From an optimization exercise on the open Yosys and OpenROAD flow, aimed at small area, a short achievable clock period and few clock cycles per item; shortcuts taken in it are not production practice.
For this run, only the layout was checked, not whether the RTL still works.
Power figures rest on the tool's default switching activity, not on a simulated workload.

<file path="design/flow/design.v">
package sle_pkg;
  localparam int DEPTH_DEF      = 16;
  localparam int DATA_WIDTH_DEF = 32;
  localparam logic [2:0] CMD_APPEND  = 3'd0;
  localparam logic [2:0] CMD_INSERT  = 3'd1;
  localparam logic [2:0] CMD_FIND    = 3'd2;
  localparam logic [2:0] CMD_REMOVE  = 3'd3;
  localparam logic [2:0] CMD_WRITE   = 3'd4;
  localparam logic [2:0] CMD_READ    = 3'd5;
  localparam logic [2:0] CMD_CLEAR   = 3'd6;
endpackage
module sle_slot (
  input  logic        clk,
  input  logic        sel_hold,
  input  logic        sel_prev,
  input  logic        sel_val,
  input  logic [31:0] prev,
  input  logic [31:0] val_in,
  output logic [31:0] st
);
  always_ff @(posedge clk) begin
    st <= ~(({32{sel_hold}} & ~st) | ({32{sel_prev}} & prev) | ({32{sel_val}} & val_in));
  end
endmodule
module sequential_list_engine (
  input  logic          clk,
  input  logic          rst,
  input  logic          req_valid,
  output logic          req_ready,
  input  logic [2:0]    req_cmd,
  input  logic [31:0]   req_value,
  input  logic [3:0]    req_position,
  output logic          rsp_valid,
  input  logic          rsp_ready,
  output logic          rsp_ok,
  output logic [3:0]    rsp_found_index,
  output logic [31:0]   rsp_read_value,
  output logic [4:0]    rsp_count
);
  localparam int N = 16;
  logic [31:0] st [N];     
  logic [3:0]  head;       
  logic [4:0]  cnt;
  logic        r_valid;
  logic [2:0]  r_cmd;
  logic [31:0] r_val;
  logic [3:0]  r_pos;
  logic        s_valid;
  logic        s_ok;
  logic [3:0]  s_idx;
  logic        s_rdv;
  logic [3:0]  s_slot;
  logic exec, take, o_take;
  assign exec      = r_valid && !s_valid;
  assign take      = req_valid && req_ready;
  assign o_take    = rsp_valid && rsp_ready;
  logic r_valid_nx, s_valid_nx;
  always_comb begin
    r_valid_nx = r_valid;
    if (take) begin
      r_valid_nx = 1'b1;
    end else if (exec) begin
      r_valid_nx = 1'b0;
    end
  end
  always_ff @(posedge clk) begin
    if (rst) begin
      r_valid   <= 1'b0;
      req_ready <= 1'b1;
    end else begin
      r_valid   <= r_valid_nx;
      req_ready <= !r_valid_nx || !s_valid_nx;
    end
  end
  always_ff @(posedge clk) begin
    if (take) begin
      r_cmd <= req_cmd;
      r_val <= req_value;
      r_pos <= req_position;
    end
  end
  logic is_app, is_ins, is_find, is_rem, is_wr, is_rd, is_clr;
  assign is_app  = (r_cmd == sle_pkg::CMD_APPEND);
  assign is_ins  = (r_cmd == sle_pkg::CMD_INSERT);
  assign is_find = (r_cmd == sle_pkg::CMD_FIND);
  assign is_rem  = (r_cmd == sle_pkg::CMD_REMOVE);
  assign is_wr   = (r_cmd == sle_pkg::CMD_WRITE);
  assign is_rd   = (r_cmd == sle_pkg::CMD_READ);
  assign is_clr  = (r_cmd == sle_pkg::CMD_CLEAR);
  logic full, pos_le, pos_lt;
  assign full   = cnt[4];
  assign pos_le = ({1'b0, r_pos} <= cnt);
  assign pos_lt = ({1'b0, r_pos} < cnt);
  logic [3:0] ipos;        
  logic [3:0] q_ins;       
  logic [3:0] q_pos;       
  logic [3:0] t_end;       
  assign ipos  = is_app ? cnt[3:0] : r_pos;
  assign q_ins = head + ipos;
  assign q_pos = head + r_pos;
  assign t_end = head + cnt[3:0];
  logic [N-1:0] ge_h;      
  logic [N-1:0] occ;
  always_comb begin
    for (int s = 0; s < N; s++) begin
      ge_h[s] = (4'(s) >= head);
      if (full) begin
        occ[s] = 1'b1;
      end else if (t_end >= head) begin
        occ[s] = ge_h[s] && (4'(s) < t_end);
      end else begin
        occ[s] = ge_h[s] || (4'(s) < t_end);
      end
    end
  end
  logic [N-1:0] match, m_hi, none_before, first;
  logic         hit, hit_hi;
  logic [3:0]   hslot;
  always_comb begin
    logic p0, p1;
    for (int s = 0; s < N; s++) begin
      match[s] = (st[s] == (r_val ^ {32{s[0]}})) && occ[s];
      m_hi[s]  = match[s] && ge_h[s];
    end
    hit    = |match;
    hit_hi = |m_hi;
    p0 = 1'b0;
    p1 = 1'b0;
    for (int s = 0; s < N; s++) begin
      none_before[s] = ge_h[s] ? !p1 : !(hit_hi || p0);
      first[s]       = match[s] && none_before[s];
      p0 = p0 | match[s];
      p1 = p1 | m_hi[s];
    end
    hslot = 4'd0;
    for (int s = 0; s < N; s++) begin
      if (first[s]) hslot = hslot | 4'(s);
    end
  end
  logic       ins_ok, rem_ok, wr_ok, ok;
  logic [4:0] cnt_nx;
  assign ins_ok = (is_app || (is_ins && pos_le)) && !full;
  assign rem_ok = is_rem && hit;
  assign wr_ok  = is_wr && pos_lt;
  always_comb begin
    ok = 1'b0;
    if (ins_ok || rem_ok || wr_ok || is_clr) ok = 1'b1;
    if (is_find && hit) ok = 1'b1;
    if (is_rd && pos_lt) ok = 1'b1;
    cnt_nx = cnt;
    if (ins_ok) cnt_nx = cnt + 5'd1;
    if (rem_ok) cnt_nx = cnt - 5'd1;
    if (is_clr) cnt_nx = 5'd0;
  end
  always_ff @(posedge clk) begin
    if (rst) begin
      cnt  <= 5'd0;
      head <= 4'd0;
    end else if (exec) begin
      cnt <= cnt_nx;
      if (rem_ok) head <= head + 4'd1;
    end
  end
  logic [N-1:0] s_h, s_p, s_v;
  always_comb begin
    for (int s = 0; s < N; s++) begin
      logic in_ins;
      if (q_ins <= t_end) begin
        in_ins = (4'(s) > q_ins) && (4'(s) <= t_end);
      end else begin
        in_ins = (4'(s) > q_ins) || (4'(s) <= t_end);
      end
      s_p[s] = exec && ((ins_ok && in_ins) || (rem_ok && none_before[s] && (4'(s) != head)));
      s_v[s] = exec && ((ins_ok && 4'(s) == q_ins) || (wr_ok && 4'(s) == q_pos));
      s_h[s] = !(s_p[s] || s_v[s]);
    end
  end
  for (genvar s = 0; s < N; s++) begin : g_slot
    sle_slot u_slot (
      .clk      (clk),
      .sel_hold (s_h[s]),
      .sel_prev (s_p[s]),
      .sel_val  (s_v[s]),
      .prev     (st[(s + N - 1) % N]),
      .val_in   (r_val ^ {32{!s[0]}}),
      .st       (st[s])
    );
  end
  logic [3:0]  ra;
  logic        rdv;
  logic [31:0] rd;
  logic        x_ok;
  logic [3:0]  x_idx;
  logic        x_rdv;
  assign x_ok  = ok;
  assign x_idx = (is_find && hit) ? (hslot - head) : 4'd0;
  assign x_rdv = is_rd && pos_lt;
  assign ra    = s_valid ? s_slot : q_pos;
  assign rdv   = s_valid ? s_rdv : x_rdv;
  assign rd    = rdv ? (st[ra] ^ {32{ra[0]}}) : 32'd0;
  always_comb begin
    s_valid_nx = s_valid;
    if (exec) begin
      if (rsp_valid && !rsp_ready) s_valid_nx = 1'b1;
    end else if (s_valid) begin
      if (rsp_ready) s_valid_nx = 1'b0;
    end
  end
  always_ff @(posedge clk) begin
    if (rst) begin
      rsp_valid <= 1'b0;
      s_valid   <= 1'b0;
    end else begin
      s_valid <= s_valid_nx;
      if (exec) begin
        rsp_valid <= 1'b1;
      end else if (!s_valid && rsp_ready) begin
        rsp_valid <= 1'b0;
      end
    end
  end
  always_ff @(posedge clk) begin
    if (exec && rsp_valid && !rsp_ready) begin
      s_ok   <= x_ok;
      s_idx  <= x_idx;
      s_rdv  <= x_rdv;
      s_slot <= q_pos;
    end
    if (s_valid) begin
      if (o_take) begin
        rsp_ok          <= s_ok;
        rsp_found_index <= s_idx;
        rsp_read_value  <= rd;
        rsp_count       <= cnt;
      end
    end else if (exec && (!rsp_valid || rsp_ready)) begin
      rsp_ok          <= x_ok;
      rsp_found_index <= x_idx;
      rsp_read_value  <= rd;
      rsp_count       <= cnt_nx;
    end
  end
endmodule
</file>
<file path="design/flow/run.sh">
#!/bin/bash
# synth_recipe.tcl (not shown) runs the flow's synth.tcl, then flattens the netlist and writes it again
# the make line also repeats each setting of config.mk as NAME=value (left out here)
make -C /OpenROAD-flow-scripts/flow DESIGN_CONFIG=/design/flow/config.mk WORK_HOME=/design/flow/orfs CLKGATE_MAP_FILE= SYNTH_SCRIPT=/design/flow/synth_recipe.tcl finish
</file>
<file path="design/flow/config.mk">
export PLATFORM = sky130hd
export DESIGN_NAME = sequential_list_engine
export DESIGN_NICKNAME = sequential_list_engine
export VERILOG_FILES = /design/flow/design.v
export SDC_FILE = /design/flow/constraint.sdc
export NUM_CORES = 4
export LEC_CHECK = 0
export CAP_MARGIN = 20
export CORE_MARGIN = 2
export CORE_UTILIZATION = 55
export SETUP_SLACK_MARGIN = 3.5
export SLEW_MARGIN = 20
export SYNTH_HIERARCHICAL = 1
export SYNTH_MINIMUM_KEEP_SIZE = 0
</file>
<file path="design/flow/constraint.sdc">
create_clock -name core_clock -period 6.0 [get_ports {clk}]
set_input_delay 1.2000 -clock core_clock [delete_from_list [all_inputs] [get_ports {clk}]]
set_output_delay 1.2000 -clock core_clock [all_outputs]
set_load 0.01 [all_outputs]
</file>
==> impl_summary.txt <==
----------------------------------------------------
[Floorplan]
  Chip Height ... roughly 260 um
  Die width ... between 200 and 300 um
  Number of ports placed on the die boundary ... slightly below 90
  Initial cell density of the core ... a little under three fifths
  Total number of placement rows ... 92

[Placed design]
  Estimated wirelength of the detail-placed design ... about 140 mm
  Weighted congestion at the end of routability-driven global placement ... roughly 1.3
  Post-place instance area ... slightly below 40000 sq um
  Port Buffer Count ... 86
  Placed cells ... roughly 4800

[CTS]
  Number of clock sinks ... slightly above 600
  Longest Clk Path Bufs ... 3
  Clock root buffer ... sky130_fd_sc_hd__clkbuf_16
  Hold Buf Count CTS ... 0
  CTS HTree Levels ... 3
  TritonCTS buffer count ... 69

[Synthesis]
  Area of the mapped netlist ... approximately 35000 sq um
  Portion of the post-synthesis area used by sequential elements ... a little under two fifths
  Number of warnings printed during yosys synthesis ... 9
  Post-synth EDFFs ... slightly above 90
  Syn nets ... just under 4000
  Synthesized flop and latch total ... between 600 and 700
  Async SR Flop Fraction ... 0%
  Distinct cells, synth ... a little under 90
  Ys flop type ... sky130_fd_sc_hd__dfxtp_1
  Synthesized area divided by synthesized cell count ... slightly above 9 sq um
  Instance count of the mapped netlist ... around 3800

[Outcome]
  Result of the run ... aborted with a tool error
  Exit stage ... global routing (5_1_grt)
  Tool error ... [ERROR GRT-0232] Routing congestion too high. Check the congestion heatmap in the GUI.

[Global route]
  Total congestion overflow after global routing ... 4
  Maximum number of pins on one net before global-route repair ... 56
  Global-route total usage across every layer ... between 70% and 80%

----------------------------------------------------
-- modules after synthesis (local to each module, per instance) --
module	flops+latches	cells inside
sequential_list_engine	104	2117
sle_slot	32	105
-- power by group through the flow --
| stage | combinational (mW) | sequential [mW] | clock [mW] |
|---|---|---|---|
| global placement | 5.88 | 8.00 | 0 |
| CTS | 6.20 | 8.05 | 4.32 |
| floorplan | 3.62 | 7.28 | 0 |
| detailed placement | 5.97 | 8.09 | 0 |
-- synth_stat cells, types with 6 or more instances --
cell	number	area share (%)
sky130_fd_sc_hd__a31oi_1	14	0.25
sky130_fd_sc_hd__a21o_1	9	0.19
sky130_fd_sc_hd__nor2_1	164	1.8
sky130_fd_sc_hd__and2_1	8	0.14
sky130_fd_sc_hd__nand2b_1	10	0.18
sky130_fd_sc_hd__nor3_1	57	0.81
sky130_fd_sc_hd__xor2_1	315	7.9
sky130_fd_sc_hd__ha_1	29	1.0
sky130_fd_sc_hd__edfxtp_1	91	7.8
sky130_fd_sc_hd__a21oi_1	89	1.3
sky130_fd_sc_hd__o21a_1	15	0.32
sky130_fd_sc_hd__inv_1	576	6.2
sky130_fd_sc_hd__clkbuf_1	86	0.92
sky130_fd_sc_hd__a22oi_1	230	4.9
sky130_fd_sc_hd__dfxtp_1	525	30
sky130_fd_sc_hd__xnor2_1	218	5.4
sky130_fd_sc_hd__nor4_1	111	2.0
sky130_fd_sc_hd__a222oi_1	513	15
sky130_fd_sc_hd__nor2b_1	11	0.20
sky130_fd_sc_hd__nand2_1	107	1.1
sky130_fd_sc_hd__a211o_1	8	0.20
sky130_fd_sc_hd__o221ai_1	6	0.15
sky130_fd_sc_hd__a211oi_1	7	0.15
sky130_fd_sc_hd__or2_2	8	0.14
sky130_fd_sc_hd__o31ai_1	11	0.24
sky130_fd_sc_hd__buf_6	97	3.1
sky130_fd_sc_hd__or3_1	10	0.18
sky130_fd_sc_hd__o211ai_1	13	0.28
sky130_fd_sc_hd__o22ai_1	18	0.32
sky130_fd_sc_hd__o21ai_0	53	0.76
sky130_fd_sc_hd__buf_2	112	1.6
sky130_fd_sc_hd__a31o_2	7	0.17
sky130_fd_sc_hd__nand3_1	30	0.43
sky130_fd_sc_hd__and3_1	6	0.11
sky130_fd_sc_hd__nand4_1	118	2.1
sky130_fd_sc_hd__maj3_1	8	0.23
-- cells by family after synthesis --
group	share of synthesized area (%)
AO/OA/AOI/OAI	25.23
XOR/XNOR	13.30
adder cells (fa/ha/maj)	1.522
buffers and inverters	11.93
flip-flops	37.73
multiplexers	0.3030
AND/OR/NAND/NOR	9.988
-- per-stage QoR --
stage	worst slack [ps]	util [%]
CTS	501.3	71.00
global placement	220.4	61.77
detailed placement	204.3	61.77
floorplan	718.7	-
-- worst min-delay path by stage --
stage | start | endpoint | slack (ps) | cells after the start
2_1_floorplan | g_slot[13].u_slot.st[30] | g_slot[14].u_slot.st[30] | 480 | 1
3_3_place_gp | rsp_valid | rsp_valid | 500 | 2
3_5_place_dp | g_slot[11].u_slot.st[30] | g_slot[12].u_slot.st[30] | 510 | 1
4_1_cts | g_slot[11].u_slot.st[30] | g_slot[12].u_slot.st[30] | 520 | 1
-- metal layers --
layer  GRT usage [%]  overflow
met1           75.68         0
met2           84.42         0
met3           59.63         3
met4           62.69         0
met5           36.33         1
-- repair_timing --
action / in CTS
setup endpoints to repair: 612
pin swaps: 172
gates resized for setup: 404
gates cloned: 30
setup buffers: 155
